This is an optimization exercise on Yosys and OpenROAD, whose aim is small area and a short achievable clock period, not a production implementation. Where RTL was checked, it was by simulation tests only, not by an equivalence proof against the original. No functional check of the RTL was part of run 1. No activity file was given, so power comes from the tool's default toggle rates.

File: flow/config.mk
export PLATFORM = sky130hd
export DESIGN_NAME = d_mem_sized
export DESIGN_NICKNAME = d_mem_sized
export VERILOG_FILES = /design/flow/design.v
export SDC_FILE = /design/flow/constraint.sdc
export NUM_CORES = 4
export LEC_CHECK = 0
export ABC_CLOCK_PERIOD_IN_PS = 2500
export CAP_MARGIN = 20
export CORE_MARGIN = 2
export CORE_UTILIZATION = 40
export SETUP_SLACK_MARGIN = 2.8
export SLEW_MARGIN = 20
File: flow/constraint.sdc
create_clock -name core_clock -period 5.5 [get_ports {clk}]
set_input_delay 1.1000 -clock core_clock [delete_from_list [all_inputs] [get_ports {clk}]]
set_output_delay 1.1000 -clock core_clock [all_outputs]
set_load 0.01 [all_outputs]
File: flow/design.v
package d_mem_pkg;
  localparam int NUM_LANES = 4;
  localparam int VEC_W     = 8;
  localparam int DATA_W    = NUM_LANES * VEC_W;
  typedef enum logic [1:0] {
    SZ_BYTE = 2'b00,
    SZ_HALF = 2'b01,
    SZ_WORD = 2'b10,
    SZ_RSVD = 2'b11
  } size_e;
  typedef struct packed {
    size_e      size;
    logic       is_unsigned;
    logic [1:0] lane;
  } ld_ctx_t;
endpackage
import d_mem_pkg::*;
module d_mem_lane_align (
  input  logic [1:0]        size,
  input  logic [1:0]        lane,
  input  logic              is_unsigned,
  input  logic [DATA_W-1:0] wdata,
  output logic [3:0]        be,
  output logic [DATA_W-1:0] wdata_rep,
  input  logic [DATA_W-1:0] rword,
  output logic [7:0]        ld_lo,
  output logic [7:0]        ld_mid,
  output logic [15:0]       ld_hi,
  output logic              ld_sx8,
  output logic              ld_sx16
);
  logic       sz_byte, sz_half, sz_word;
  logic [7:0] b0, b1;
  logic       sb;
  assign sz_byte = (size == 2'b00);
  assign sz_half = size[0];
  assign sz_word = size[1];
  assign be[0] = ~lane[1] & ~lane[0] | sz_word;
  assign be[1] = ~lane[1] & (lane[0] | sz_half) | sz_word;
  assign be[2] =  lane[1] & ~lane[0] | sz_word;
  assign be[3] =  lane[1] & (lane[0] | sz_half) | sz_word;
  assign wdata_rep[7:0]   = wdata[7:0];
  assign wdata_rep[15:8]  = sz_byte ? wdata[7:0] : wdata[15:8];
  assign wdata_rep[23:16] = sz_word ? wdata[23:16] : wdata[7:0];
  assign wdata_rep[31:24] = sz_byte ? wdata[7:0] : (sz_word ? wdata[31:24] : wdata[15:8]);
  always_comb begin
    case (lane)
      2'd0:    b0 = rword[7:0];
      2'd1:    b0 = rword[15:8];
      2'd2:    b0 = rword[23:16];
      default: b0 = rword[31:24];
    endcase
  end
  assign b1 = lane[1] ? rword[31:24] : rword[15:8];
  assign sb = ~is_unsigned & (sz_half ? b1[7] : b0[7]);
  assign ld_lo   = b0;
  assign ld_mid  = sz_byte ? 8'h00 : b1;
  assign ld_hi   = sz_word ? rword[31:16] : 16'h0000;
  assign ld_sx8  = sz_byte & sb;
  assign ld_sx16 = ~sz_word & sb;
endmodule
import d_mem_pkg::*;
module d_mem_sized #(
  parameter int MEM_WORDS  = 64,
  parameter int ADDR_WIDTH = 32
) (
  input  logic                  clk,
  input  logic                  rst_n,
  input  logic                  req,
  input  logic                  we,
  input  logic [1:0]            size,
  input  logic                  is_unsigned,
  input  logic [ADDR_WIDTH-1:0] addr,
  input  logic [DATA_W-1:0]     wdata,
  output logic [DATA_W-1:0]     rdata,
  output logic                  rvalid,
  output logic                  err
);
  localparam int IDX_W = $clog2(MEM_WORDS);    
  localparam int GRPS  = MEM_WORDS / 8;
  logic [1:0]       lane;
  logic [IDX_W-1:0] idx;
  logic             legal;
  logic             acc_st, acc_ld, acc_bad;
  logic [3:0]       be;
  logic [31:0]      wdata_rep;
  logic [7:0]       sel_lo;                    
  logic [GRPS-1:0]  sel_hi;                    
  assign lane = addr[1:0];
  assign idx  = addr[IDX_W+1:2];
  always_comb begin
    case (size)
      2'b00:   legal = 1'b1;
      2'b01:   legal = ~lane[0];
      2'b10:   legal = (lane == 2'b00);
      default: legal = 1'b0;
    endcase
  end
  assign acc_st  = req &  we & legal;
  assign acc_ld  = req & ~we & legal;
  assign acc_bad = req & ~legal;
  for (genvar i = 0; i < 8; i++) begin : g_sel_lo
    assign sel_lo[i] = (idx[2:0] == i);
  end
  for (genvar i = 0; i < GRPS; i++) begin : g_sel_hi
    assign sel_hi[i] = (idx[IDX_W-1:3] == i);
  end
  logic [7:0]  ld_lo, ld_mid;
  logic [15:0] ld_hi;
  logic        ld_sx8, ld_sx16;
  logic [31:0] rword;
  d_mem_lane_align u_align (
    .size        (size),
    .lane        (lane),
    .is_unsigned (is_unsigned),
    .wdata       (wdata),
    .be          (be),
    .wdata_rep   (wdata_rep),
    .rword       (rword),
    .ld_lo       (ld_lo),
    .ld_mid      (ld_mid),
    .ld_hi       (ld_hi),
    .ld_sx8      (ld_sx8),
    .ld_sx16     (ld_sx16)
  );
  logic [31:0] mem [MEM_WORDS];
  for (genvar w = 0; w < MEM_WORDS; w++) begin : g_w
    for (genvar b = 0; b < 4; b++) begin : g_b
      always_ff @(posedge clk) begin
        if (acc_st & sel_hi[w/8] & sel_lo[w%8] & be[b]) mem[w][8*b +: 8] <= wdata_rep[8*b +: 8];
      end
    end
  end
  logic [31:0] grp [GRPS];
  always_comb begin
    for (int h = 0; h < GRPS; h++) begin
      grp[h] = '0;
      for (int g = 0; g < 8; g++) grp[h] |= mem[8*h+g] & {32{sel_lo[g]}};
    end
    rword = '0;
    for (int h = 0; h < GRPS; h++) rword |= grp[h] & {32{sel_hi[h]}};
  end
  always_ff @(posedge clk or negedge rst_n) begin
    if (!rst_n)      rdata <= '0;
    else if (acc_ld) rdata <= {ld_hi | {16{ld_sx16}}, ld_mid | {8{ld_sx8}}, ld_lo};
  end
  always_ff @(posedge clk or negedge rst_n) begin
    if (!rst_n) begin
      rvalid <= 1'b0;
      err    <= 1'b0;
    end else begin
      rvalid <= acc_ld;
      err    <= acc_bad;
    end
  end
endmodule
File: flow/run.sh
#!/bin/bash
# synth_recipe.tcl (not shown) runs the flow's synth.tcl, then flattens the netlist and writes it again
# the make line also repeats each setting of config.mk as NAME=value (left out here)
make -C /OpenROAD-flow-scripts/flow DESIGN_CONFIG=/design/flow/config.mk WORK_HOME=/design/flow/orfs CLKGATE_MAP_FILE= SYNTH_SCRIPT=/design/flow/synth_recipe.tcl finish
==> flow_summary.rst, run 1 <==
.. list-table::
   :header-rows: 1

   * - Metric
     - Value
   * - Flip-flop and latch count after synthesis
     - roughly 2100
   * - Internal power of the cells
     - about 26 mW
   * - Number of max-cap violations
     - 0
   * - Library cell used as clock root buffer
     - clkbuf_16
   * - Setup TNS after final layout
     - 0 ps
   * - Critical setup path kind
     - input pin to flip-flop
   * - Largest cells by area after synthesis
     - edfxtp_1, a22oi_1, a221oi_1
   * - Nets
     - roughly 5400
   * - Top cell type's share of synthesized area
     - approximately 77%
   * - Setup skew after layout
     - around 44 ps
   * - Syn-to-layout area delta
     - 27.5%
   * - Relative slew margins
     - between 30 and 40%
   * - Number of H-tree levels
     - 4
   * - Synth cell count leaders
     - edfxtp_1, a22oi_1, nor2_1
   * - Detail Placement HPWL
     - approximately 170000 µm
   * - Routed vias/inst
     - ~6.4
   * - Required arrival time at the worst endpoint
     - about 6300 ps
   * - Total wirelength of the detailed-routed design
     - roughly 290000 µm
   * - Sequential-to-total area share from yosys stat
     - roughly 78%
   * - Fraction of layout cells with a size suffix above 1
     - a little under a third
   * - Most common cell in the netlist
     - edfxtp_1
   * - Clock latency reported for the late side of the worst-skew pair
     - about 870 ps
   * - Area of the die
     - 204000 µm²
   * - Final core utilization
     - 51.2%
   * - RD Place Congestion
     - between 0.8 and 0.9
   * - Port bufs
     - 80
   * - Horizontal die dimension
     - 451 µm
   * - Core Box Area
     - about 200000 µm²
   * - # setup viols final
     - 0
   * - Time the worst path needs with I/O delays and setup
     - 3240 ps
   * - Mean instance size in the synthesized netlist
     - about 17 µm²
   * - Switching share of power
     - a little under a quarter
   * - Count of hold buffers inserted by post-cts repair
     - 0
   * - Worst Slack Setup Final
     - 2260 ps
   * - Hold violation count in the final report
     - 0
   * - Number of search-and-repair iterations in the first detailed-routing pass
     - 7
   * - Run status
     - no timing/DRC/antenna violations
   * - Yosys warns
     - 4
   * - Path category of the worst min-delay check
     - input pin to async pin
   * - Leakage Power
     - between 30 and 40 nW
   * - Post-Syn Nets
     - about 4700
   * - Area leader, netlist
     - edfxtp_1
   * - Cts bufs inserted
     - ~200
   * - Starting density of the core
     - 40.2%
   * - Arrival time at the worst endpoint
     - 3990 ps
   * - Worst setup SP type
     - input pin
   * - Number of sinks handled by clock tree synthesis
     - ~2100
   * - Maximum fanout along the worst path
     - 7
   * - Pin count of the biggest net entering global routing
     - 65
   * - Number of slew-limit violations in the final report
     - 0
   * - Total global routing overflow
     - 0
   * - DR vias
     - 51744
   * - Wire per inst
     - 36.3 µm
   * - I/O pin total
     - about 110
   * - Antenna Nets Post-Route
     - 0
   * - Dominant synthesized flop cell
     - edfxtp_1
   * - Gate Count Post-Synth
     - 4610
   * - Post-detailed-route DRC marker count
     - 0
   * - Pwr Total
     - around 34 mW
   * - Clock-pin slew on the worst setup and hold paths
     - about 60 ps
   * - Worst ir drop on vdd
     - roughly 0.3 mV
   * - Rows
     - 164
   * - Clock power share
     - between 30 and 40%
   * - Post-synth cell types
     - 86
   * - Flop pwr share
     - between 50% and 60%
   * - Post-synthesis instance area
     - about 80000 µm²
   * - Number of enable-type register cells in the synthesized netlist
     - 2048
   * - Net Switching
     - roughly 8.2 mW
   * - Number of global-route vias before repair
     - 48974
   * - Antenna violations before repair
     - 19
   * - Unrepaired setup endpoints after global routing
     - true
   * - Maximum root-to-sink buffer count
     - 3
   * - Starting DRC count in detailed routing
     - ~8500
   * - TritonCTS clock tree
     - built
   * - Async set-reset flop share out of synthesis
     - approximately 1.6%
   * - Final clock period utilization by the worst path
     - 58.9%
   * - Die span in y
     - between 400 and 500 µm
   * - First-pass GRT wire length
     - slightly above 400000 µm
   * - Setup crit end kind
     - flip-flop
   * - Gate power share
     - between 8 and 9%
   * - Actual transition at the worst max-transition pin
     - 1030 ps
   * - Global routing usage summed across all routing layers
     - roughly 28%
   * - Ratio of total power to cell area
     - roughly 340 nW/µm²
   * - DP Worst Slack
     - 255 ps
   * - Fmax achieved
     - 309 MHz
power groups by stage:
stage | sequential (mW) | combinational [mW] | clock, mW
after floorplan | 18.0 | 1.15 | 0
after global placement | 18.1 | 2.30 | 0
after detailed placement | 18.1 | 2.33 | 0
after CTS | 17.7 | 2.66 | 13.7
after global routing | 17.8 | 2.85 | 14.3
final | 17.8 | 2.82 | 13.6
worst paths after layout:
check                                 startpoint                     to  slack (ps)  cells after the start
hold / removal                             rst_n  rdata[16]$_DFFE_PN0P_         370                      1
hold reg to reg            rdata[21]$_DFFE_PN0P_  rdata[21]$_DFFE_PN0P_         490                      2
setup reg to reg            mem[5][12]$_DFFE_PP_   rdata[4]$_DFFE_PN0P_        2640                      7
setup / recovery                         addr[3]  rdata[25]$_DFFE_PN0P_        2260                     11
max in group asynchronous                  rst_n  rdata[11]$_DFFE_PN0P_        4460                      1
min in group core_clock    rdata[21]$_DFFE_PN0P_  rdata[21]$_DFFE_PN0P_         490                      2
registers in the layout, summed over array words and instances (netlist names):
name and cells:
err 1, rvalid 1, mem 2048, rdata 32
cells by family after synthesis:
kind of cell	synth area share, %
DFF	77.9
and+or+nand+nor	3.85
muxes	4.96
buffers and inverters	2.11
AOI/OAI and AO/OA	11.2
critical path, cell delays in order:
cell and delay [ps]:
buf_16 120, buf_12 170, buf_4 150, nand2b_2 320
buf_4 260, o221ai_1 150, o21ai_0 500, o221ai_1 230
or4_4 580, nand3_1 280, nand3_2 100
area by class of cell:
class	count	area, µm²
clock inverters	123	1100
flip-flops and latches	2082	62400
clock buffers	255	5340
diodes	5	12.5
multi-input cells	2202	19900
repair buffers	785	9940
well taps	2656	3320
inverters	7	46.3
fillers	15672	97200
routing by layer:
| layer | GRT usage [%] | wire length, µm |
|---|---|---|
| met1 | 37.3 | 107000 |
| met3 | 7.68 | 36700 |
| met2 | 41.9 | 130000 |
| met5 | 0 | 92 |
| met4 | 17.5 | 20900 |
per-stage QoR:
step | instance area, µm² | cells | hold WS (ps)
2_1_floorplan | 83500 | 4610 | 511
3_3_place_gp | 87400 | 7268 | 486
3_5_place_dp | 87500 | 7269 | 489
4_1_cts | 101000 | 8063 | 358
5_1_grt | 102000 | 8110 | 411
6_report | 102000 | 8115 | 369
placed cells by master, fill, tap and decap left out, drive strengths merged, types with 34 or more instances in the layout:
| master | synthesis | final |
|---|---|---|
| a31oi | 64 | 64 |
| o21ai | 106 | 109 |
| buf | 229 | 731 |
| a221oi | 189 | 189 |
| a21oi | 105 | 105 |
| nand3 | 41 | 41 |
| clkbuf | 99 | 256 |
| a22oi | 360 | 360 |
| edfxtp | 2048 | 2048 |
| mux4 | 44 | 44 |
| dfrtp | 34 | 34 |
| mux2i | 161 | 161 |
| a22o | 74 | 74 |
| clkinv | 1 | 102 |
| nand2 | 153 | 155 |
| nor2 | 340 | 340 |
| a221o | 41 | 41 |
| mux2 | 121 | 121 |
| o22ai | 41 | 41 |
timing repair:
| action | 4_1_cts | 5_1_grt |
|---|---|---|
| pin swaps | 256 | 50 |
| resized for setup | 423 | 68 |
| cloned | 33 | 1 |
| buffers inserted | 383 | 45 |
| setup endpoints to repair | 2632 | 2002 |
==> run 2: changes to the inputs <==
--- a/flow/design.v
+++ b/flow/design.v
@@ -140,10 +140,25 @@
     rword = '0;
     for (int h = 0; h < GRPS; h++) rword |= grp[h] & {32{sel_hi[h]}};
   end
+  logic [7:0]  lo_q, mid_q;
+  logic [15:0] hi_q;
+  logic        sx8_q, sx16_q;
   always_ff @(posedge clk or negedge rst_n) begin
-    if (!rst_n)      rdata <= '0;
-    else if (acc_ld) rdata <= {ld_hi | {16{ld_sx16}}, ld_mid | {8{ld_sx8}}, ld_lo};
+    if (!rst_n) begin
+      lo_q   <= '0;
+      mid_q  <= '0;
+      hi_q   <= '0;
+      sx8_q  <= 1'b0;
+      sx16_q <= 1'b0;
+    end else if (acc_ld) begin
+      lo_q   <= ld_lo;
+      mid_q  <= ld_mid;
+      hi_q   <= ld_hi;
+      sx8_q  <= ld_sx8;
+      sx16_q <= ld_sx16;
+    end
   end
+  assign rdata = {hi_q | {16{sx16_q}}, mid_q | {8{sx8_q}}, lo_q};
   always_ff @(posedge clk or negedge rst_n) begin
     if (!rst_n) begin
       rvalid <= 1'b0;
--- a/flow/config.mk
+++ b/flow/config.mk
@@ -8,6 +8,7 @@
 export ABC_CLOCK_PERIOD_IN_PS = 2500
 export CAP_MARGIN = 20
 export CORE_MARGIN = 2
-export CORE_UTILIZATION = 40
+export CORE_UTILIZATION = 55
 export SETUP_SLACK_MARGIN = 2.8
 export SLEW_MARGIN = 20
+export TNS_END_PERCENT = 10
==> flow_summary.rst, run 2 <==
.. list-table::
   :header-rows: 1

   * - Metric
     - Value
   * - Run status
     - no timing/DRC/antenna violations
   * - Multiplexer fraction of the synthesized cell area
     - a little under 3%
   * - Detail Placement HPWL
     - 154000 µm
   * - Required arrival time at the worst endpoint
     - 6200 ps
   * - Area leader, netlist
     - edfxtp_1
   * - Number of max-cap violations
     - 0
   * - Top Registers
     - mem: 2048 flops, hi_q: 16 flops
   * - Horizontal die dimension
     - 383 µm
   * - Top cell type's share of synthesized area
     - 77.8%
   * - DR vias
     - ~50000
   * - Worst R2R End
     - lo_q[4]$_DFFE_PN0P_
   * - Number of H-tree levels
     - 4
   * - Core Box Area
     - roughly 140000 µm²
   * - Port bufs
     - 80
   * - Setup skew after layout
     - roughly 26 ps
   * - Setup TNS after final layout
     - 0 ps
   * - Antenna Nets Post-Route
     - 0
   * - Global routing usage summed across all routing layers
     - 35.9%
   * - Clock-pin slew on the worst setup and hold paths
     - 60 ps
   * - Time the worst path needs with I/O delays and setup
     - 3200 ps
   * - Largest cells by area after synthesis
     - edfxtp_1, a22oi_1, a221oi_1
   * - Number of sinks handled by clock tree synthesis
     - ~2100
   * - Number of search-and-repair iterations in the first detailed-routing pass
     - 6
   * - Fraction of layout cells with a size suffix above 1
     - 27.8%
   * - Starting density of the core
     - approximately 55%
   * - Rows
     - around 140
   * - Syn-to-layout area delta
     - 21.9%
   * - Routed vias/inst
     - ~7
   * - Post-detailed-route DRC marker count
     - 0
   * - Xor and xnor area share after synthesis
     - 0%
   * - Synth Area in Compound Gates
     - around an eighth
   * - Dominant synthesized flop cell
     - edfxtp_1
   * - Wire per inst
     - approximately 38 µm
   * - Post-synthesis instance area
     - between 70000 and 80000 µm²
   * - Leakage Power
     - just over 30 nW
   * - Count of hold buffers inserted by post-cts repair
     - 0
   * - Antenna violations before repair
     - 14
   * - Largest register by flop count
     - mem
   * - Worst reg2reg setup slack
     - between 2000 and 3000 ps
   * - Commonest non-fill, non-tap cell in the layout
     - edfxtp_1
   * - Nets
     - 5142
   * - Total wirelength of the detailed-routed design
     - approximately 270000 µm
   * - I/O pin total
     - about 110
   * - Area fraction in and, or, nand and nor cells after synthesis
     - roughly 4.2%
   * - Relative slew margins
     - between 20 and 30%
   * - RD Place Congestion
     - roughly 0.94
   * - Hold violation count in the final report
     - 0
   * - Synth cell count leaders
     - edfxtp_1, a22oi_1, nor2_1
   * - Sequential-to-total area share from yosys stat
     - 79.0%
   * - Clock latency reported for the late side of the worst-skew pair
     - approximately 840 ps
   * - Async set-reset flop share out of synthesis
     - 1.73%
   * - Gate Count Post-Synth
     - about 4500
   * - Arrival time at the worst endpoint
     - between 3000 and 4000 ps
   * - Largest register FFs
     - a little over 2000
   * - Worst setup SP type
     - input pin
   * - Most common cell in the netlist
     - edfxtp_1
   * - Final core utilization
     - about two thirds
   * - Area of the die
     - roughly 150000 µm²
   * - First-pass GRT wire length
     - ~360000 µm
   * - Die span in y
     - ~380 µm
   * - # setup viols final
     - 0
   * - Post-Syn Nets
     - 4591
   * - Library cell used as clock root buffer
     - clkbuf_16
   * - Pin count of the biggest net entering global routing
     - 73
   * - Number of cell instances on the worst register-to-register path
     - 8
   * - Mean instance size in the synthesized netlist
     - ~17 µm²
   * - Post-synth cell types
     - a little over 70
   * - Worst ir drop on vdd
     - about 0.32 mV
   * - Number of global-route vias before repair
     - 45957
   * - Number of enable-type register cells in the synthesized netlist
     - a little over 2000
   * - TritonCTS clock tree
     - built
   * - Ratio of total power to cell area
     - 350 nW/µm²
   * - Fmax achieved
     - 312 MHz
   * - Crit Reg-Reg Startpoint
     - mem[50][28]$_DFFE_PP_
   * - Starting DRC count in detailed routing
     - 7890
   * - Maximum fanout along the worst path
     - 14
   * - Maximum root-to-sink buffer count
     - 3
   * - Setup crit end kind
     - flip-flop
   * - Largest family of logic cells by synthesized area
     - compound AO/OA/AOI/OAI gates
   * - Path category of the worst min-delay check
     - input pin to async pin
   * - Post-Synth Adder-Cell Area
     - 0%
   * - Flip-flop and latch count after synthesis
     - 2084
   * - Commonest cells after routing, fill and taps aside
     - edfxtp_1, a22oi_1, buf_4
   * - Critical setup path kind
     - input pin to flip-flop
   * - Actual transition at the worst max-transition pin
     - 1110 ps
   * - Number of slew-limit violations in the final report
     - 0
   * - Final clock period utilization by the worst path
     - 58.2%
   * - Cts bufs inserted
     - between 200 and 250
   * - Total global routing overflow
     - 0
   * - Unrepaired setup endpoints after global routing
     - true
   * - Yosys warns
     - 4
==> run 2: changes by cell type in the layout (fill, tap and decap cells not counted), moves of 40 or more <==
| cell | previous run | this run |
|---|---|---|
| a21oi_1 | 100 | 60 |
| a22o_1 | 74 | 131 |
| a22oi_1 | 354 | 451 |
| buf_12 | 237 | 72 |
| mux2i_1 | 154 | 80 |
| nor2_1 | 71 | 179 |
| nor2_2 | 6 | 46 |
| nor2_4 | 263 | 94 |
==> run 2: worst max-delay path by stage <==
stage,startpoint,endpoint,slack [ps],cells after the start
2_1_floorplan,addr[2],mem[12][24]$_DFFE_PP_,2170,9
3_3_place_gp,addr[7],lo_q[1]$_DFFE_PN0P_,630,9
3_5_place_dp,addr[7],lo_q[1]$_DFFE_PN0P_,600,9
4_1_cts,addr[3],lo_q[4]$_DFFE_PN0P_,2400,11
5_1_grt,addr[3],lo_q[6]$_DFFE_PN0P_,2390,11
6_report,addr[3],lo_q[6]$_DFFE_PN0P_,2300,13
==> run 2: repair_timing <==
| action | CTS | global route |
|---|---|---|
| hold endpoints to repair | 0 | 0 |
| setup endpoints to repair | 2707 | 1202 |
| buffers inserted | 96 | 66 |
| cloned | 28 | 20 |
| pin swaps | 60 | 106 |
| gates resized for setup | 387 | 300 |
==> run 2: per-stage QoR <==
step | worst slack [ps] | std cells | area [µm²] | hold slack (ps) | power (mW)
5_1_grt | 2390 | 7146 | 96300 | 439 | 34.4
6_report | 2300 | 7148 | 96300 | 408 | 33.7
3_3_place_gp | 633 | 6558 | 84500 | 463 | 20.1
4_1_cts | 2400 | 7056 | 93900 | 386 | 33.5
3_5_place_dp | 600 | 6559 | 84500 | 467 | 20.2
2_1_floorplan | 2170 | 4520 | 79400 | 441 | 19.0
==> run 2: power breakdown <==
| group | internal, mW | switching (mW) | total (mW) | leakage (nW) |
|---|---|---|---|---|
| Clock | 7.47 | 5.87 | 13.3 | 3.07 |
| Combinational | 0.921 | 1.79 | 2.71 | 8.91 |
| Sequential | 17.6 | 0.0703 | 17.7 | 18.7 |
| Total | 26.0 | 7.73 | 33.7 | 30.7 |
==> run 2: area by class of cell <==
| type | instances | area, µm² |
|---|---|---|
| Tap cell | 1903 | 2380 |
| Clock inverter | 112 | 848 |
| Clock buffer | 261 | 5410 |
| Inverter | 11 | 48.8 |
| Antenna cell | 6 | 15.0 |
| Sequential cell | 2084 | 62400 |
| Timing Repair Buffer | 667 | 7470 |
| Fill cell | 9502 | 46800 |
| Multi-Input combinational cell | 2104 | 17700 |
==> run 2: cells by family (layout without fill, tap and decap cells) <==
| logic type | count (synthesis) | after routing |
|---|---|---|
| buffers and inverters | 337 | 1051 |
| DFF | 2084 | 2084 |
| other | 0 | 6 |
| muxes | 195 | 195 |
| and+or+nand+nor | 683 | 688 |
| AOI/OAI and AO/OA | 1221 | 1221 |
==> run 2: critical path: stages <==
cell and delay, ps:
clkbuf_16 180, buf_16 190, buf_16 190, inv_4 120
buf_12 200, buf_12 150, a221oi_1 210, nor2_1 80
a221oi_2 340, o22ai_2 200, a211o_4 440, nor3_1 270
o41ai_2 120
==> run 2: layer usage <==
metal | part of all wire [%] | track usage, % | vias up
li1 | - | - | 19944
met1 | 37 | 51.2 | 25593
met2 | 45 | 52.8 | 3729
met3 | 13 | 9.27 | 623
met4 | 4.6 | 15.3 | 2
met5 | 0.0048 | 0 | -
==> run 3: changes to the inputs <==
--- a/flow/config.mk
+++ b/flow/config.mk
@@ -8,7 +8,6 @@
 export ABC_CLOCK_PERIOD_IN_PS = 2500
 export CAP_MARGIN = 20
 export CORE_MARGIN = 2
-export CORE_UTILIZATION = 55
+export CORE_UTILIZATION = 40
 export SETUP_SLACK_MARGIN = 2.8
 export SLEW_MARGIN = 20
-export TNS_END_PERCENT = 10
==> flow_summary.rst, run 3 <==
.. list-table::
   :header-rows: 1

   * - Metric
     - Value
   * - Run status
     - no timing/DRC/antenna violations
   * - Setup crit end kind
     - output pin
   * - Antenna Nets Post-Route
     - 0
   * - Starting density of the core
     - between 40% and 50%
   * - Fmax achieved
     - about 320 MHz
   * - Rows
     - approximately 160
   * - Worst setup SP type
     - flip-flop
   * - Number of max-cap violations
     - 0
   * - I/O pin total
     - 105
   * - RD Place Congestion
     - 0.888
   * - Post-synth cell types
     - roughly 70
   * - First-pass GRT wire length
     - roughly 390000 µm
   * - Antenna violations before repair
     - 8
   * - Path category of the worst min-delay check
     - input pin to async pin
   * - Number of enable-type register cells in the synthesized netlist
     - between 2000 and 2500
   * - Pin count of the biggest net entering global routing
     - between 60 and 70
   * - Cts bufs inserted
     - 208
   * - DR vias
     - just over 50000
   * - Worst ir drop on vdd
     - around 0.32 mV
   * - Largest register by flop count
     - mem
   * - Time the worst path needs with I/O delays and setup
     - between 3000 and 4000 ps
   * - Wire per inst
     - 36.6 µm
   * - Unrepaired setup endpoints after global routing
     - true
   * - Detail Placement HPWL
     - roughly 160000 µm
   * - Most common cell in the netlist
     - edfxtp_1
   * - Yosys warns
     - 4
   * - Die span in y
     - ~450 µm
   * - Syn-to-layout area delta
     - 28.7%
   * - Sequential-to-total area share from yosys stat
     - roughly four fifths
   * - Core Box Area
     - 197000 µm²
   * - # setup viols final
     - 0
   * - Count of hold buffers inserted by post-cts repair
     - 0
   * - Relative slew margins
     - between 20% and 30%
   * - Flip-flop and latch count after synthesis
     - roughly 2100
   * - Post-Syn Nets
     - 4591
   * - Leakage Power
     - approximately 32 nW
   * - Final clock period utilization by the worst path
     - 56.1%
   * - Number of H-tree levels
     - 4
   * - Area leader, netlist
     - edfxtp_1
   * - Largest register FFs
     - roughly 2000
   * - Number of sinks handled by clock tree synthesis
     - roughly 2100
   * - Routed vias/inst
     - 6.36
   * - Top Registers
     - mem: 2048 flops, hi_q: 16 flops
   * - Maximum root-to-sink buffer count
     - 3
   * - Clock-pin slew on the worst setup and hold paths
     - ~60 ps
   * - Gate Count Post-Synth
     - between 4000 and 5000
   * - Mean instance size in the synthesized netlist
     - 17.5 µm²
   * - Total global routing overflow
     - 0
   * - Global routing usage summed across all routing layers
     - between 20 and 30%
   * - Library cell used as clock root buffer
     - clkbuf_16
   * - Largest cells by area after synthesis
     - edfxtp_1, a22oi_1, a221oi_1
   * - Required arrival time at the worst endpoint
     - between 4000 and 5000 ps
   * - Post-detailed-route DRC marker count
     - 0
   * - TritonCTS clock tree
     - built
   * - Number of search-and-repair iterations in the first detailed-routing pass
     - 10
   * - Async set-reset flop share out of synthesis
     - under 10%
   * - Dominant synthesized flop cell
     - edfxtp_1
   * - Hold violation count in the final report
     - 0
   * - Setup skew after layout
     - ~50 ps
   * - Actual transition at the worst max-transition pin
     - roughly 1000 ps
   * - Horizontal die dimension
     - around 450 µm
   * - Fraction of layout cells with a size suffix above 1
     - ~34%
   * - Synth cell count leaders
     - edfxtp_1, a22oi_1, nor2_1
   * - Area of the die
     - approximately 200000 µm²
   * - Setup TNS after final layout
     - 0 ps
   * - Starting DRC count in detailed routing
     - approximately 7900
   * - Final core utilization
     - 51.7%
   * - Number of global-route vias before repair
     - ~48000
   * - Clock latency reported for the late side of the worst-skew pair
     - between 800 and 900 ps
   * - Total wirelength of the detailed-routed design
     - a little under 300000 µm
   * - Top cell type's share of synthesized area
     - just under 80%
   * - Maximum fanout along the worst path
     - 8
   * - Port bufs
     - 80
   * - Ratio of total power to cell area
     - approximately 340 nW/µm²
   * - Arrival time at the worst endpoint
     - about 2000 ps
   * - Critical setup path kind
     - flip-flop to output pin
   * - Commonest cells after routing, fill and taps aside
     - edfxtp_1, a22oi_1, buf_4
   * - Number of slew-limit violations in the final report
     - 0
   * - Post-synthesis instance area
     - between 70000 and 80000 µm²
   * - Nets
     - between 5000 and 6000
   * - Commonest non-fill, non-tap cell in the layout
     - edfxtp_1
## run 3: critical path, cell delays in order, from the launching register on
cell	delay (ps)
dfrtp_4	580
buf_12	190
or2_4	230
buf_6	120
## run 3: path summary, 6_finish.rpt
check                                           from                   end  slack [ps]  cells after the start
worst max-delay path              sx16_q$_DFFE_PN0P_             rdata[18]        2410                      3
worst min-delay path                           rst_n         err$_DFF_PN0_         360                      1
worst max register to register  mem[4][31]$_DFFE_PP_    sx16_q$_DFFE_PN0P_        2850                      9
worst min register to register  mid_q[2]$_DFFE_PN0P_  mid_q[2]$_DFFE_PN0P_         490                      1
max in group asynchronous                      rst_n    sx16_q$_DFFE_PN0P_        4390                      1
min in group core_clock         mid_q[2]$_DFFE_PN0P_  mid_q[2]$_DFFE_PN0P_         490                      1
## run 3: cell families (layout without fill, tap and decap cells)
family | Yosys count | count (layout) | share of synthesized area, %
flip-flops | 2084 | 2084 | 79.0
AO/OA/AOI/OAI | 1221 | 1222 | 11.8
AND/OR/NAND/NOR | 683 | 693 | 4.24
buffers and inverters | 337 | 1105 | 2.08
multiplexers | 195 | 195 | 2.94
other | 0 | 1 | 0
## run 3: cell type report
| type | count | area [µm²] |
|---|---|---|
| sequential | 2084 | 62400 |
| clock buffer | 255 | 5400 |
| tap | 2640 | 3300 |
| timing repair buffer | 716 | 9190 |
| multi-input combinational | 2110 | 20200 |
| antenna | 1 | 2.50 |
| clock inverter | 123 | 1110 |
| fill | 15417 | 95100 |
| inverter | 11 | 53.8 |
## run 3: through the flow
step / worst slack (ps) / instances / hold WS (ps) / instance area, µm² / total power, mW
finish: 2410 / 7940 / 357 / 102000 / 34.5
global route: 2390 / 7940 / 399 / 102000 / 35.2
CTS: 2380 / 7869 / 355 / 99800 / 34.3
detailed placement: 524 / 7160 / 462 / 86400 / 20.3
global placement: 508 / 7158 / 459 / 86300 / 20.2
floorplan: 2300 / 4520 / 441 / 82500 / 19.1
## run 3: metal layers
layer | wire length (µm) | up-vias | part of all wire [%] | global-route usage [%]
li1 | - | 20116 | - | -
met1 | 106000 | 26110 | 37 | 36.6
met4 | 20000 | 8 | 6.9 | 16.5
met3 | 31600 | 714 | 11 | 6.02
met5 | 45 | - | 0.015 | 0
met2 | 133000 | 3546 | 46 | 43.0
## run 3: repair_timing
| item | 4_1_cts | 5_1_grt |
|---|---|---|
| gates cloned | 59 | 12 |
| setup buffers | 272 | 58 |
| endpoints found under the setup margin | 2718 | 358 |
| gates resized for setup | 637 | 208 |
| pin swaps | 213 | 130 |
## run 3: power breakdown
group | switching, mW | internal (mW) | leakage, nW
Clock | 6.12 | 7.65 | 3.18
Combinational | 1.92 | 1.12 | 9.96
Sequential | 0.117 | 17.6 | 18.7
Total | 8.16 | 26.4 | 31.8
==> run 4: changes to the inputs <==
--- a/flow/config.mk
+++ b/flow/config.mk
@@ -5,7 +5,7 @@
 export SDC_FILE = /design/flow/constraint.sdc
 export NUM_CORES = 4
 export LEC_CHECK = 0
-export ABC_CLOCK_PERIOD_IN_PS = 2500
+export ABC_AREA = 1
 export CAP_MARGIN = 20
 export CORE_MARGIN = 2
 export CORE_UTILIZATION = 40
==> flow_summary.rst, run 4 <==
.. list-table::
   :header-rows: 1

   * - Metric
     - Value
   * - Cts bufs inserted
     - ~200
   * - Largest cells by area after synthesis
     - edfxtp_1, nand2_1, nor2_1
   * - Maximum root-to-sink buffer count
     - 3
   * - Setup TNS after final layout
     - 0 ps
   * - Post-detailed-route DRC marker count
     - 0
   * - Count of hold buffers inserted by post-cts repair
     - 0
   * - Number of enable-type register cells in the synthesized netlist
     - between 2000 and 2500
   * - Global routing usage summed across all routing layers
     - roughly 25%
   * - Antenna Nets Post-Route
     - 0
   * - Arrival time at the worst endpoint
     - 1770 ps
   * - Worst setup SP type
     - flip-flop
   * - Rows
     - 165
   * - Clock-pin slew on the worst setup and hold paths
     - 60 ps
   * - Number of instances on the worst hold path
     - 2
   * - RD Place Congestion
     - just over 0.9
   * - Gate Count Post-Synth
     - around 6500
   * - Port bufs
     - 80
   * - Setup crit end kind
     - output pin
   * - Number of global-route vias before repair
     - roughly 51000
   * - Post-synth cell types
     - 38
   * - DR vias
     - approximately 54000
   * - Dominant synthesized flop cell
     - edfxtp_1
   * - Core Box Area
     - 202000 µm²
   * - Startpoint of the worst hold path
     - lo_q[3]$_DFFE_PN0P_
   * - Post-Syn Nets
     - 6577
   * - Commonest non-fill, non-tap cell in the layout
     - nand2_1
   * - Crit Reg-Reg Startpoint
     - mem[5][14]$_DFFE_PP_
   * - Horizontal die dimension
     - roughly 450 µm
   * - Top cell type's share of synthesized area
     - between 70% and 80%
   * - Leakage Power
     - 35.1 nW
   * - First-pass GRT wire length
     - 373000 µm
   * - Number of slew-limit violations in the final report
     - 0
   * - Pin count of the biggest net entering global routing
     - between 60 and 70
   * - Path category of the worst min-delay check
     - flip-flop to flip-flop
   * - Actual transition at the worst max-transition pin
     - 1010 ps
   * - Critical setup path kind
     - flip-flop to output pin
   * - Fmax achieved
     - about 350 MHz
   * - Die span in y
     - about 450 µm
   * - Total wirelength of the detailed-routed design
     - 273000 µm
   * - Synth cell count leaders
     - nand2_1, edfxtp_1, nor2_1
   * - Unrepaired setup endpoints after global routing
     - true
   * - Worst reg2reg setup slack
     - 3500 ps
   * - Relative slew margins
     - between 30 and 40%
   * - Ratio of total power to cell area
     - approximately 340 nW/µm²
   * - Library cell used as clock root buffer
     - clkbuf_16
   * - Wire per inst
     - 27.8 µm
   * - Routed vias/inst
     - between 5 and 6
   * - Post-synthesis instance area
     - a little over 80000 µm²
   * - Final standard cell area without fillers
     - 97700 µm²
   * - Fraction of layout cells with a size suffix above 1
     - 16.4%
   * - Syn-to-layout area delta
     - 20.1%
   * - Time the worst path needs with I/O delays and setup
     - between 2000 and 3000 ps
   * - Starting DRC count in detailed routing
     - 7284
   * - Hold violation count in the final report
     - 0
   * - I/O pin total
     - roughly 110
   * - Total global routing overflow
     - 0
   * - Largest register by flop count
     - mem
   * - Endpoint, Worst Hold
     - lo_q[3]$_DFFE_PN0P_
   * - Starting density of the core
     - 40.2%
   * - Antenna violations before repair
     - 17
   * - Run status
     - no timing/DRC/antenna violations
   * - Placed cell areas
     - slightly below 90000 µm²
   * - Top Registers
     - mem: 2048 flops, hi_q: 16 flops
   * - # setup viols final
     - 0
   * - Number of max-cap violations
     - 0
   * - Most common cell in the netlist
     - nand2_1
   * - TritonCTS clock tree
     - built
   * - Sequential-to-total area share from yosys stat
     - 76.7%
   * - Async set-reset flop share out of synthesis
     - between 1.5 and 2%
   * - Number of cell instances on the worst register-to-register path
     - 12
   * - Worst ir drop on vdd
     - around 0.30 mV
   * - Setup skew after layout
     - between 20 and 30 ps
   * - Nets
     - 7047
   * - Final clock period utilization by the worst path
     - a little over half
   * - Detail Placement HPWL
     - approximately 160000 µm
   * - Number of sinks handled by clock tree synthesis
     - about 2100
   * - Area leader, netlist
     - edfxtp_1
   * - Maximum fanout along the worst path
     - 6
   * - Required arrival time at the worst endpoint
     - around 4400 ps
   * - Yosys warns
     - 4
   * - Number of H-tree levels
     - 4
   * - Worst R2R End
     - lo_q[6]$_DFFE_PN0P_
   * - Area of the die
     - between 200000 and 250000 µm²
   * - Commonest cells after routing, fill and taps aside
     - nand2_1, edfxtp_1, buf_4
   * - Mean instance size in the synthesized netlist
     - roughly 13 µm²
   * - Largest register FFs
     - between 2000 and 2500
   * - Flip-flop and latch count after synthesis
     - around 2100
   * - Number of search-and-repair iterations in the first detailed-routing pass
     - 7
   * - Clock latency reported for the late side of the worst-skew pair
     - between 800 and 900 ps
## run 4: cell count changes in the layout (fill, tap and decap cells not counted), sizes merged, moves of 160 or more
cell    change
nand4     +187
a221oi    -188
nand3     +160
nand2    +2420
nor2      +194
a22oi     -368
## run 4: logic make-up after synthesis
kind of cell	count (synthesis)	share of synthesized area, %
and+or+nand+nor	3549	17.8
DFF	2084	76.7
AOI/OAI and AO/OA	413	2.99
buffers and inverters	460	2.47
## run 4: cell type report
type	count	area, µm²
flip-flops and latches	2084	62400
diodes	6	15.0
clock buffers	262	5370
inverters	153	729
multi-input cells	3968	19100
clock inverters	100	930
repair buffers	553	5690
fillers	17417	104000
well taps	2672	3340
repair inverters	12	113
## run 4: stage by stage
stage	setup slack (ps)	power, mW	instances	hold WS, ps	util, %
floorplan	2470	19.0	6506	441	-
global placement	758	20.0	9323	469	43.4
detailed placement	631	20.0	9324	475	43.4
CTS	2590	33.4	9753	487	47.6
global route	2570	34.4	9805	518	48.3
finish	2630	33.5	9810	489	48.3
## run 4: worst max-delay path, stage by stage (launching register included)
cell and delay [ps]:
dfrtp_2 440, buf_6 130, or2_4 220, buf_6 120
## run 4: how the worst max path moves through the flow
stage / from / endpoint / slack [ps] / depth (start not counted)
2_1_floorplan: size[1] / mem[26][10]$_DFFE_PP_ / 2470 / 8
3_3_place_gp: addr[6] / mem[53][11]$_DFFE_PP_ / 760 / 5
3_5_place_dp: addr[6] / mem[53][13]$_DFFE_PP_ / 630 / 5
4_1_cts: sx8_q$_DFFE_PN0P_ / rdata[14] / 2590 / 3
5_1_grt: sx8_q$_DFFE_PN0P_ / rdata[14] / 2570 / 3
6_report: sx8_q$_DFFE_PN0P_ / rdata[14] / 2630 / 3
## run 4: timing repair
action | 4_1_cts | 5_1_grt
setup buffers | 52 | 34
setup endpoints to repair | 2479 | 1114
pin swaps | 45 | 45
gates cloned | 15 | 17
resized for setup | 516 | 187
## run 4: where the power goes
group | switching (mW) | internal [mW] | total [mW]
logic | 1.74 | 0.681 | 2.42
registers | 0.0323 | 17.6 | 17.7
clock network | 5.93 | 7.52 | 13.4
## run 4: per-layer routing
metal  vias up  track usage (%)  share of wire, %  wire [µm]
met1     26996             33.7                39     105000
met2      3130             38.3                45     122000
met3       595             6.33                11      29600
met4        28             13.7               5.8      15700
li1      23673                -                 -          -
met5         -            0.620              0.16        444
==> run 5: changes to the inputs <==
--- a/flow/config.mk
+++ b/flow/config.mk
@@ -9,5 +9,7 @@
 export CAP_MARGIN = 20
 export CORE_MARGIN = 2
 export CORE_UTILIZATION = 40
+export CTS_CLUSTER_DIAMETER = 100
+export CTS_CLUSTER_SIZE = 25
 export SETUP_SLACK_MARGIN = 2.8
 export SLEW_MARGIN = 20
==> flow_summary.rst, run 5 <==
.. list-table::
   :header-rows: 1

   * - Metric
     - Value
   * - Post-synth cell types
     - 38
   * - # setup viols final
     - 0
   * - Worst ir drop on vdd
     - ~0.29 mV
   * - Port bufs
     - 80
   * - Crit Reg-Reg Startpoint
     - mem[6][15]$_DFFE_PP_
   * - Commonest cells after routing, fill and taps aside
     - nand2_1, edfxtp_1, buf_4
   * - Maximum root-to-sink buffer count
     - 3
   * - Tightest hold margin
     - ~500 ps
   * - I/O pin total
     - around 110
   * - Total wirelength of the detailed-routed design
     - between 200000 and 300000 µm
   * - Actual transition at the worst max-transition pin
     - between 1000 and 1500 ps
   * - Number of enable-type register cells in the synthesized netlist
     - 2048
   * - TritonCTS clock tree
     - built
   * - Routed vias/inst
     - roughly 5.6
   * - Detail Placement HPWL
     - about 160000 µm
   * - Worst R2R End
     - sx16_q$_DFFE_PN0P_
   * - Total global routing overflow
     - 0
   * - Clock-pin slew on the worst setup and hold paths
     - ~100 ps
   * - Antenna Nets Post-Route
     - 0
   * - Antenna violations before repair
     - 9
   * - Nets
     - between 7000 and 8000
   * - Commonest non-fill, non-tap cell in the layout
     - nand2_1
   * - Number of slew-limit violations in the final report
     - 0
   * - Worst setup SP type
     - input pin
   * - Arrival time at the worst endpoint
     - 3190 ps
   * - Gate power share
     - about a tenth
   * - Most common cell in the netlist
     - nand2_1
   * - Area leader, netlist
     - edfxtp_1
   * - Required arrival time at the worst endpoint
     - around 6000 ps
   * - Internal power of the cells
     - between 20 and 25 mW
   * - Post-Syn Nets
     - about 6600
   * - Core Box Area
     - around 200000 µm²
   * - Placed cell areas
     - 87700 µm²
   * - Clock power share
     - between 20% and 30%
   * - Die span in y
     - about 450 µm
   * - Post-synthesis instance area
     - roughly 81000 µm²
   * - Async set-reset flop share out of synthesis
     - approximately 1.7%
   * - Number of search-and-repair iterations in the first detailed-routing pass
     - 14
   * - Number of instances on the worst hold path
     - 2
   * - Dominant synthesized flop cell
     - edfxtp_1
   * - Number of standard cells in the final layout excluding fillers
     - roughly 10000
   * - Fraction of layout cells with a size suffix above 1
     - between 15 and 20%
   * - Setup skew after layout
     - about 40 ps
   * - Switching share of power
     - 23.7%
   * - Largest cells by area after synthesis
     - edfxtp_1, nand2_1, nor2_1
   * - Number of sinks handled by clock tree synthesis
     - ~2100
   * - Largest register by flop count
     - mem
   * - Fmax achieved
     - ~350 MHz
   * - Top cell type's share of synthesized area
     - between 70% and 80%
   * - Number of global-route vias before repair
     - ~50000
   * - Relative slew margins
     - 29.7%
   * - Gate Count Post-Synth
     - about 6500
   * - Critical setup path kind
     - input pin to flip-flop
   * - Area of the die
     - between 200000 and 250000 µm²
   * - Maximum fanout along the worst path
     - 32
   * - Number of H-tree levels
     - 3
   * - Flop pwr share
     - 62.0%
   * - Final clock period utilization by the worst path
     - ~52%
   * - Startpoint of the worst hold path
     - lo_q[3]$_DFFE_PN0P_
   * - Count of hold buffers inserted by post-cts repair
     - 0
   * - Mean instance size in the synthesized netlist
     - 12.5 µm²
   * - Setup crit end kind
     - flip-flop
   * - Synth cell count leaders
     - nand2_1, edfxtp_1, nor2_1
   * - Clock latency reported for the late side of the worst-skew pair
     - roughly 780 ps
   * - First-pass GRT wire length
     - between 300000 and 400000 µm
   * - Setup TNS after final layout
     - 0 ps
   * - Cts bufs inserted
     - between 90 and 100
   * - Yosys warns
     - 4
   * - Syn-to-layout area delta
     - 19.6%
   * - DP Worst Slack
     - 631 ps
   * - Global routing usage summed across all routing layers
     - 25.2%
   * - Final standard cell area without fillers
     - between 90000 and 100000 µm²
   * - Ratio of total power to cell area
     - between 200 and 300 nW/µm²
   * - Time the worst path needs with I/O delays and setup
     - roughly 2900 ps
   * - Fill cell instance count of the final layout
     - ~17000
   * - Net Switching
     - just under 7 mW
   * - Number of max-cap violations
     - 0
   * - Starting DRC count in detailed routing
     - around 8200
   * - Number of cell instances on the worst register-to-register path
     - 14
   * - Post-detailed-route DRC marker count
     - 0
   * - Pin count of the biggest net entering global routing
     - between 60 and 70
   * - Library cell used as clock root buffer
     - clkbuf_16
   * - RD Place Congestion
     - between 0.9 and 1
   * - Horizontal die dimension
     - 455 µm
   * - Flip-flop and latch count after synthesis
     - 2084
   * - Wire per inst
     - about 29 µm
   * - Leakage Power
     - 34.6 nW
   * - Worst reg2reg setup slack
     - 3500 ps
   * - Largest register FFs
     - roughly 2000
   * - Hold violation count in the final report
     - 0
   * - Run status
     - no timing/DRC/antenna violations
   * - Worst Slack Setup Final
     - ~2600 ps
   * - Rows
     - 165
   * - Endpoint, Worst Hold
     - lo_q[3]$_DFFE_PN0P_
   * - Unrepaired setup endpoints after global routing
     - true
   * - Sequential-to-total area share from yosys stat
     - approximately three quarters
   * - Starting density of the core
     - 40.2%
   * - DR vias
     - around 55000
   * - Number of placed cells counting well taps
     - a little over 9000
   * - Top Registers
     - mem: 2048 flops, hi_q: 16 flops
   * - Path category of the worst min-delay check
     - flip-flop to flip-flop
[run 5: changes by cell type in the layout (fill, tap and decap cells not counted), moves of 38 or more]
| cell | delta |
|---|---|
| clkbuf_16 | -89 |
| buf_12 | +38 |
| buf_6 | +40 |
| clkinv_1 | -45 |
| nand2_2 | +57 |
| nor2_1 | -39 |
| nand2_1 | -80 |
[run 5: layout make-up]
| cell class | count | area (µm²) | area share (%) |
|---|---|---|---|
| flip-flops and latches | 2084 | 62400 | 64.2 |
| inverters | 153 | 776 | 0.798 |
| clock buffers | 119 | 2550 | 2.63 |
| diodes | 3 | 7.51 | 0.00772 |
| repair inverters | 16 | 173 | 0.178 |
| clock inverters | 6 | 86.3 | 0.0888 |
| repair buffers | 684 | 7910 | 8.14 |
| multi-input cells | 3972 | 20000 | 20.6 |
| well taps | 2672 | 3340 | 3.44 |
[run 5: worst max path at each step]
stage / from / end / slack [ps] / cells past startpoint
after floorplan: size[1] / mem[26][10]$_DFFE_PP_ / 2470 / 8
after global placement: addr[6] / mem[53][11]$_DFFE_PP_ / 760 / 5
after detailed placement: addr[6] / mem[53][13]$_DFFE_PP_ / 630 / 5
after CTS: sx8_q$_DFFE_PN0P_ / rdata[11] / 2660 / 3
after global routing: addr[2] / sx8_q$_DFFE_PN0P_ / 2630 / 19
final: size[1] / mem[27][30]$_DFFE_PP_ / 2640 / 6
[run 5: metrics by stage]
step,power [mW],utilization (%)
after floorplan,19.0,-
after global placement,20.0,43.4
after detailed placement,20.0,43.4
after CTS,28.1,46.1
after global routing,29.1,48.1
final,28.5,48.1
[run 5: power groups by stage]
| stage | Clock [mW] | Sequential, mW | Combinational (mW) |
|---|---|---|---|
| 2_1_floorplan | 0 | 18.0 | 0.986 |
| 3_3_place_gp | 0 | 18.0 | 2.01 |
| 3_5_place_dp | 0 | 18.0 | 2.04 |
| 4_1_cts | 8.19 | 17.6 | 2.26 |
| 5_1_grt | 8.67 | 17.6 | 2.78 |
| 6_report | 8.15 | 17.6 | 2.67 |
[run 5: timing repair]
action                                  in CTS  in global routing
pin swaps                                   52                165
cloned                                      18                 42
resized for setup                          594                479
setup buffers                               68                129
endpoints found under the setup margin    2724               2281
[run 5: cell families (layout without fill, tap and decap cells)]
logic type | Yosys count | after routing | share of synthesized area [%]
buf+inv | 460 | 978 | 2.47
compound gates | 413 | 415 | 2.99
flops | 2084 | 2084 | 76.7
other cells | 0 | 3 | 0
simple gates | 3549 | 3557 | 17.8
[run 5: layer usage]
metal  global-route usage [%]  up-vias  part of all wire (%)
met5                    0.345        -                  0.10
met4                     13.2       18                   6.3
met3                     5.19      623                    12
li1                         -    23579                     -
met1                     34.0    27112                    37
met2                     38.5     3306                    45
[run 5: worst max-delay path: stages]
cell	delay (ps)
buf_2	160
buf_6	410
nor2_1	100
buf_4	260
nand2_1	530
nand3_4	550
==> run 6: changes to the inputs <==
--- a/flow/config.mk
+++ b/flow/config.mk
@@ -10,6 +10,6 @@
 export CORE_MARGIN = 2
 export CORE_UTILIZATION = 40
 export CTS_CLUSTER_DIAMETER = 100
-export CTS_CLUSTER_SIZE = 25
-export SETUP_SLACK_MARGIN = 2.8
+export CTS_CLUSTER_SIZE = 30
+export SETUP_SLACK_MARGIN = 2.6
 export SLEW_MARGIN = 20
==> flow_summary.rst, run 6 <==
.. list-table::
   :header-rows: 1

   * - Metric
     - Value
   * - Number of H-tree levels
     - 3
   * - Synth cell count leaders
     - nand2_1, edfxtp_1, nor2_1
   * - Commonest non-fill, non-tap cell in the layout
     - nand2_1
   * - Setup crit end kind
     - flip-flop
   * - Commonest cells after routing, fill and taps aside
     - nand2_1, edfxtp_1, buf_4
   * - Gate Count Post-Synth
     - approximately 6500
   * - Mean instance size in the synthesized netlist
     - 12.5 µm²
   * - Maximum single-stage delay on the critical path
     - approximately 320 ps
   * - Unrepaired setup endpoints after global routing
     - true
   * - Sequential-to-total area share from yosys stat
     - 76.7%
   * - Cells traversed along the worst timing path
     - clkdlybuf4s15_2 > inv_4 > o21ai_0 > nand2_1 > nand3_4 > buf_4 > nor4_4 > buf_4 > nand2_2 > nor2_1 > buf_4
   * - Met3 GRT Util
     - ~6.4%
   * - Area leader, netlist
     - edfxtp_1
   * - Global routing usage summed across all routing layers
     - between 20% and 30%
   * - Total wirelength of the detailed-routed design
     - ~270000 µm
   * - Path category of the worst min-delay check
     - input pin to async pin
   * - Antenna violations before repair
     - 22
   * - Area of the die
     - just over 200000 µm²
   * - Clock latency reported for the late side of the worst-skew pair
     - between 700 and 800 ps
   * - Cts bufs inserted
     - a little over 80
   * - Most common cell in the netlist
     - nand2_1
   * - I/O pin total
     - 105
   * - Global route hottest layer
     - met2
   * - Post-synth cell types
     - 38
   * - Yosys warns
     - 4
   * - Number of slew-limit violations in the final report
     - 0
   * - Wire per inst
     - roughly 28 µm
   * - Starting DRC count in detailed routing
     - between 8000 and 9000
   * - Count of hold buffers inserted by post-cts repair
     - 0
   * - Library cell used as clock root buffer
     - clkbuf_16
   * - Pin count of the biggest net entering global routing
     - 65
   * - Global routing usage on met1
     - between 30% and 40%
   * - Rows
     - 165
   * - Tightest hold margin
     - around 430 ps
   * - Critical setup path kind
     - input pin to flip-flop
   * - Time the worst path needs with I/O delays and setup
     - about 3000 ps
   * - # setup viols final
     - 0
   * - Starting density of the core
     - between 40% and 50%
   * - Number of global-route vias before repair
     - ~49000
   * - First-pass GRT wire length
     - about 370000 µm
   * - Largest register by flop count
     - mem
   * - Die span in y
     - between 400 and 500 µm
   * - Hold violation count in the final report
     - 0
   * - Async set-reset flop share out of synthesis
     - between 1.5 and 2%
   * - Detail Placement HPWL
     - 159000 µm
   * - Post-synthesis instance area
     - between 80000 and 90000 µm²
   * - Clock-pin slew on the worst setup and hold paths
     - about 110 ps
   * - Ratio of total power to cell area
     - roughly 290 nW/µm²
   * - Required arrival time at the worst endpoint
     - roughly 6000 ps
   * - Total global routing overflow
     - 0
   * - Library cell appearing most often on the critical path
     - buf_4
   * - Arrival time at the worst endpoint
     - 3480 ps
   * - Worst setup SP type
     - input pin
   * - Fraction of layout cells with a size suffix above 1
     - 14.4%
   * - Flip-flop and latch count after synthesis
     - 2084
   * - Largest register FFs
     - roughly 2000
   * - Antenna Nets Post-Route
     - 0
   * - Setup skew after layout
     - 41.7 ps
   * - Fmax achieved
     - between 300 and 400 MHz
   * - Setup TNS after final layout
     - 0 ps
   * - TritonCTS clock tree
     - built
   * - Port bufs
     - 80
   * - Standard cell with the maximum stage delay on the critical path
     - nand2_2
   * - Routed vias/inst
     - 5.58
   * - Maximum fanout along the worst path
     - 8
   * - Relative slew margins
     - a little under a third
   * - Post-detailed-route DRC marker count
     - 0
   * - Maximum root-to-sink buffer count
     - 3
   * - Final clock period utilization by the worst path
     - roughly 55%
   * - DR vias
     - 53873
   * - Number of search-and-repair iterations in the first detailed-routing pass
     - 6
   * - Worst ir drop on vdd
     - ~0.22 mV
   * - Run status
     - no timing/DRC/antenna violations
   * - Dominant synthesized flop cell
     - edfxtp_1
   * - Top Registers
     - mem: 2048 flops, hi_q: 16 flops
   * - GRT met2 Usage
     - roughly 39%
   * - Largest cells by area after synthesis
     - edfxtp_1, nand2_1, nor2_1
   * - Syn-to-layout area delta
     - 15.4%
   * - RD Place Congestion
     - between 0.9 and 1
   * - Post-Syn Nets
     - ~6600
   * - Horizontal die dimension
     - ~450 µm
   * - Number of sinks handled by clock tree synthesis
     - 2084
   * - Top cell type's share of synthesized area
     - 75.6%
   * - Number of max-cap violations
     - 0
   * - Leakage Power
     - between 30 and 40 nW
   * - Number of enable-type register cells in the synthesized netlist
     - between 2000 and 2500
   * - Nets
     - between 7000 and 8000
   * - Actual transition at the worst max-transition pin
     - between 1000 and 1500 ps
   * - Core Box Area
     - between 200000 and 250000 µm²
-- run 6: cell counts after synthesis --
Identical to the previous run, type by type.
-- run 6: area by class of cell --
class / instances / area (µm²)
Multi-Input combinational cell: 3963 / 18200
Fill cell: 17698 / 108000
Timing Repair Buffer: 644 / 6700
Tap cell: 2672 / 3340
Inverter: 153 / 746
Clock buffer: 99 / 2180
Antenna cell: 14 / 35.0
Timing Repair inverter: 14 / 123
Clock inverter: 7 / 114
Sequential cell: 2084 / 62400
-- run 6: cell families after synthesis --
group	Yosys count	share of synthesized area [%]
AND/OR/NAND/NOR	3549	17.8
flip-flops	2084	76.7
buffers and inverters	460	2.47
AO/OA/AOI/OAI	413	2.99
-- run 6: layer usage --
metal,up-vias,share of wire (%)
met4,26,6.0
met3,588,12
met2,3219,44
met5,-,0.11
met1,26643,38
li1,23397,-
-- run 6: critical path, delay by kind of cell --
kind / cells / cell delay [ps]
buf+inv: 5 / 1170
simple gates: 5 / 1110
compound gates: 1 / 90
-- run 6: worst paths after layout --
kind / from / cells past startpoint / slack (ps) / to
setup / recovery: addr[0] / 11 / 2460 / mem[16][26]$_DFFE_PP_
hold / removal: rst_n / 1 / 430 / lo_q[2]$_DFFE_PN0P_
setup reg to reg: mem[19][15]$_DFFE_PP_ / 14 / 3380 / sx16_q$_DFFE_PN0P_
hold reg to reg: lo_q[4]$_DFFE_PN0P_ / 2 / 490 / lo_q[4]$_DFFE_PN0P_
max in group asynchronous: rst_n / 1 / 4530 / sx16_q$_DFFE_PN0P_
min in group core_clock: lo_q[4]$_DFFE_PN0P_ / 2 / 490 / lo_q[4]$_DFFE_PN0P_
-- run 6: timing repair --
action | 4_1_cts | 5_1_grt
gates cloned | 29 | 15
buffers inserted | 43 | 62
endpoints found under the setup margin | 3097 | 1192
pin swaps | 23 | 47
resized for setup | 300 | 212
-- run 6: stage by stage --
step                      power (mW)  instance area, µm²  cells  util (%)  setup WS, ps
after detailed placement        20.0               87900   9381      43.5           573
final                           27.6               93900   9650      46.4          2460
after global placement          20.0               87900   9381      43.5           556
after floorplan                 19.0               81500   6506         -          2380
after global routing            28.2               93900   9642      46.4          2460
after CTS                       27.5               92200   9559      45.6          2360
-- run 6: report_power, final --
| group | switching (mW) | total, mW | internal [mW] |
|---|---|---|---|
| clock | 4.71 | 7.58 | 2.87 |
| combinational | 1.71 | 2.38 | 0.670 |
| sequential | 0.0296 | 17.6 | 17.6 |
==> run 7: changes to the inputs <==
--- a/flow/config.mk
+++ b/flow/config.mk
@@ -11,5 +11,5 @@
 export CORE_UTILIZATION = 40
 export CTS_CLUSTER_DIAMETER = 100
 export CTS_CLUSTER_SIZE = 30
-export SETUP_SLACK_MARGIN = 2.6
+export SETUP_SLACK_MARGIN = 2.8
 export SLEW_MARGIN = 20
==> flow_summary.rst, run 7 <==
.. list-table::
   :header-rows: 1

   * - Metric
     - Value
   * - Library cell used as clock root buffer
     - clkbuf_16
   * - Worst setup SP type
     - input pin
   * - Unrepaired setup endpoints after global routing
     - true
   * - Maximum fanout along the worst path
     - 24
   * - Antenna Nets Post-Route
     - 0
   * - Number of H-tree levels
     - 3
   * - Largest family of logic cells by synthesized area
     - simple AND/OR/NAND/NOR gates
   * - DR vias
     - between 50000 and 60000
   * - Yosys warns
     - 4
   * - Multiplexer fraction of the synthesized cell area
     - 0%
   * - Placed cell areas
     - 87700 µm²
   * - Internal power of the cells
     - 21.1 mW
   * - Largest register by flop count
     - mem
   * - Total global routing overflow
     - 0
   * - DP Worst Slack
     - about 630 ps
   * - Fmax achieved
     - 353 MHz
   * - Hold violation count in the final report
     - 0
   * - Post-Syn Nets
     - between 6000 and 7000
   * - Relative slew margins
     - about 31%
   * - Area leader, netlist
     - edfxtp_1
   * - Count of hold buffers inserted by post-cts repair
     - 0
   * - I/O pin total
     - 105
   * - Crit path buffers/inverters
     - 3
   * - Port bufs
     - 80
   * - Mean instance size in the synthesized netlist
     - ~13 µm²
   * - Maximum root-to-sink buffer count
     - 3
   * - Worst reg2reg setup slack
     - approximately 3500 ps
   * - Number of enable-type register cells in the synthesized netlist
     - 2048
   * - Kind of cell with the highest combined delay on the critical path
     - simple AND/OR/NAND/NOR gates
   * - RD Place Congestion
     - 0.922
   * - Gate power share
     - ~9.0%
   * - Sequential-to-total area share from yosys stat
     - 76.7%
   * - Flop pwr share
     - a little under two thirds
   * - Flip-flop and latch count after synthesis
     - 2084
   * - Cts bufs inserted
     - ~80
   * - Maximum single-stage delay on the critical path
     - approximately 400 ps
   * - Setup skew after layout
     - between 30 and 40 ps
   * - Tightest hold margin
     - just under 500 ps
   * - Area of the die
     - 207000 µm²
   * - Number of placed cells counting well taps
     - 9324
   * - Clock latency reported for the late side of the worst-skew pair
     - around 800 ps
   * - Number of global-route vias before repair
     - around 49000
   * - Post-Synth Adder-Cell Area
     - 0%
   * - Rows
     - about 170
   * - Routed vias/inst
     - 5.61
   * - # setup viols final
     - 0
   * - Synth Area in Compound Gates
     - about 3.0%
   * - Xor and xnor area share after synthesis
     - 0%
   * - Starting DRC count in detailed routing
     - between 7000 and 8000
   * - Commonest non-fill, non-tap cell in the layout
     - nand2_1
   * - Pin count of the biggest net entering global routing
     - 66
   * - Dominant synthesized flop cell
     - edfxtp_1
   * - Most common cell in the netlist
     - nand2_1
   * - Largest cells by area after synthesis
     - edfxtp_1, nand2_1, nor2_1
   * - Largest register FFs
     - around 2000
   * - Critical setup path kind
     - input pin to flip-flop
   * - Die span in y
     - between 400 and 500 µm
   * - Setup crit end kind
     - flip-flop
   * - Post-synthesis instance area
     - between 80000 and 90000 µm²
   * - Core Box Area
     - between 200000 and 250000 µm²
   * - Top cell type's share of synthesized area
     - 75.6%
   * - Final clock period utilization by the worst path
     - between 50% and 60%
   * - Actual transition at the worst max-transition pin
     - approximately 1000 ps
   * - First-pass GRT wire length
     - 368000 µm
   * - Starting density of the core
     - 40.2%
   * - Path category of the worst min-delay check
     - flip-flop to flip-flop
   * - Commonest cells after routing, fill and taps aside
     - nand2_1, edfxtp_1, buf_4
   * - Clock power share
     - between 20% and 30%
   * - TritonCTS clock tree
     - built
   * - Synth cell count leaders
     - nand2_1, edfxtp_1, nor2_1
   * - Total wirelength of the detailed-routed design
     - about 270000 µm
   * - Horizontal die dimension
     - about 450 µm
   * - Switching share of power
     - a little under a quarter
   * - Top Registers
     - mem: 2048 flops, hi_q: 16 flops
   * - Final core utilization
     - a little under half
   * - Number of sinks handled by clock tree synthesis
     - 2084
   * - Area fraction in and, or, nand and nor cells after synthesis
     - 17.8%
   * - Global routing usage summed across all routing layers
     - ~25%
   * - Final standard cell area without fillers
     - about 94000 µm²
   * - Detail Placement HPWL
     - 162000 µm
   * - Arrival time at the worst endpoint
     - about 3600 ps
   * - Worst Slack Setup Final
     - between 2000 and 3000 ps
   * - Pwr Total
     - 27.6 mW
   * - Net Switching
     - about 6.5 mW
   * - Wire per inst
     - 28.5 µm
   * - Standard cell with the maximum stage delay on the critical path
     - clkdlybuf4s15_1
   * - Number of search-and-repair iterations in the first detailed-routing pass
     - 13
   * - Leakage Power
     - roughly 33 nW
   * - Async set-reset flop share out of synthesis
     - under 10%
   * - Setup TNS after final layout
     - 0 ps
   * - Syn-to-layout area delta
     - 16.1%
   * - Nets
     - just under 7000
   * - Number of slew-limit violations in the final report
     - 0
   * - Post-detailed-route DRC marker count
     - 0
   * - Time the worst path needs with I/O delays and setup
     - roughly 2800 ps
   * - Worst ir drop on vdd
     - approximately 0.26 mV
   * - Antenna violations before repair
     - 12
   * - Fill cell instance count of the final layout
     - 17664
   * - Number of standard cells in the final layout excluding fillers
     - approximately 9600
   * - Post-synth cell types
     - 38
   * - Fraction of layout cells with a size suffix above 1
     - between 10% and 20%
   * - Required arrival time at the worst endpoint
     - 6230 ps
   * - Clock-pin slew on the worst setup and hold paths
     - between 100 and 150 ps
   * - Library cell appearing most often on the critical path
     - nand2_1
   * - Gate Count Post-Synth
     - roughly 6500
   * - Run status
     - no timing/DRC/antenna violations
   * - Cells traversed along the worst timing path
     - clkdlybuf4s15_1 > buf_4 > nor3_4 > buf_12 > nand2_1 > nand2_1 > nor2_1 > nand2_4 > nand2_1 > nand3_1 > nand2_1 > nand2_1 > nand3_1 > nand2_1
   * - Number of max-cap violations
     - 0
   * - Ratio of total power to cell area
     - about 300 nW/µm²
[run 7: cell counts after synthesis]
Identical to the previous run, type by type.
[run 7: timing repair]
item	CTS	global route
pin swaps	54	69
resized for setup	575	245
endpoints found under the setup margin	2728	2131
gates cloned	16	22
buffers inserted	65	53
[run 7: cell families after synthesis]
logic type	after synthesis
AO/OA/AOI/OAI	413
buffers and inverters	460
flip-flops	2084
AND/OR/NAND/NOR	3549
[run 7: power groups by stage]
stage / clock network, mW / registers, mW / logic [mW]
global placement: 0 / 18.0 / 2.01
detailed placement: 0 / 18.0 / 2.04
floorplan: 0 / 18.0 / 0.986
CTS: 7.55 / 17.6 / 2.26
finish: 7.51 / 17.6 / 2.50
global route: 8.02 / 17.6 / 2.62
[run 7: final cells by class]
class | count | area, µm² | area share (%)
flip-flops and latches | 2084 | 62400 | 66.1
multi-input cells | 3973 | 19400 | 20.6
repair buffers | 586 | 6160 | 6.52
well taps | 2672 | 3340 | 3.54
clock buffers | 99 | 2120 | 2.24
inverters | 153 | 737 | 0.781
repair inverters | 12 | 123 | 0.130
clock inverters | 6 | 78.8 | 0.0835
diodes | 9 | 22.5 | 0.0239
[run 7: worst register-to-register path, stage by stage (launching register included)]
cell	delay, ps
edfxtp_1	380
inv_1	60
nor2_1	40
a21oi_1	120
nand3_1	110
o21ai_2	320
nand2_1	160
nor2_4	170
nand2_4	130
nand2_1	100
nand2_1	50
o21bai_1	160
nand2_1	70
[run 7: path summary, 6_finish.rpt]
path	end	start	depth (start not counted)
worst min register to register	lo_q[3]$_DFFE_PN0P_	lo_q[3]$_DFFE_PN0P_	2
worst min-delay path	lo_q[3]$_DFFE_PN0P_	lo_q[3]$_DFFE_PN0P_	2
worst max-delay path	sx16_q$_DFFE_PN0P_	addr[5]	14
worst max register to register	lo_q[6]$_DFFE_PN0P_	mem[5][14]$_DFFE_PP_	12
min in group asynchronous	mid_q[6]$_DFFE_PN0P_	rst_n	2
max in group asynchronous	sx8_q$_DFFE_PN0P_	rst_n	2
[run 7: per-layer routing]
metal / global-route usage (%) / up-vias / part of all wire [%]
met3: 5.74 / 566 / 11
li1: - / 23340 / -
met4: 12.7 / 19 / 5.8
met2: 38.1 / 3091 / 45
met1: 33.7 / 26818 / 39
met5: 0 / - / 0.071

==> separate check: timing with driven ports <==
In the flow no input, the clock included, has a driving cell. The finished layouts below were timed again as built, in two steps.
Step 1 assumes that a clkbuf_16 drives the clock port and a buf_2 every other input.
Step 2 moves the port delays by t, midway between the first and last clock arrival at a register: inputs arrive t later, outputs are due t later. That takes back most of the time a late clock gives input paths.
a / b / c = no drivers / after step 1 / after step 2; a / b = the first two.
run | t, ns | setup WS [ns] | latest minus earliest clock arrival (ns)
run 1 | 0.931 | 2.260 / 1.897 / 0.966 | 0.046 / 0.046
run 2 | 0.917 | 2.299 / 2.102 / 1.185 | 0.033 / 0.033
run 3 | 0.944 | 2.412 / 2.138 / 1.194 | 0.056 / 0.056
run 4 | 0.945 | 2.630 / 2.539 / 1.643 | 0.040 / 0.039
run 5 | 0.861 | 2.636 / 2.575 / 1.714 | 0.062 / 0.061
run 6 | 0.831 | 2.462 / 2.450 / 1.620 | 0.058 / 0.057
run 7 | 0.870 | 2.668 / 2.539 / 1.669 | 0.056 / 0.056
After both steps setup and hold are still met in every run listed. The setup slack of run 1, which loses most, moves by -0.363 ns with the drivers and by -1.294 ns with both steps.
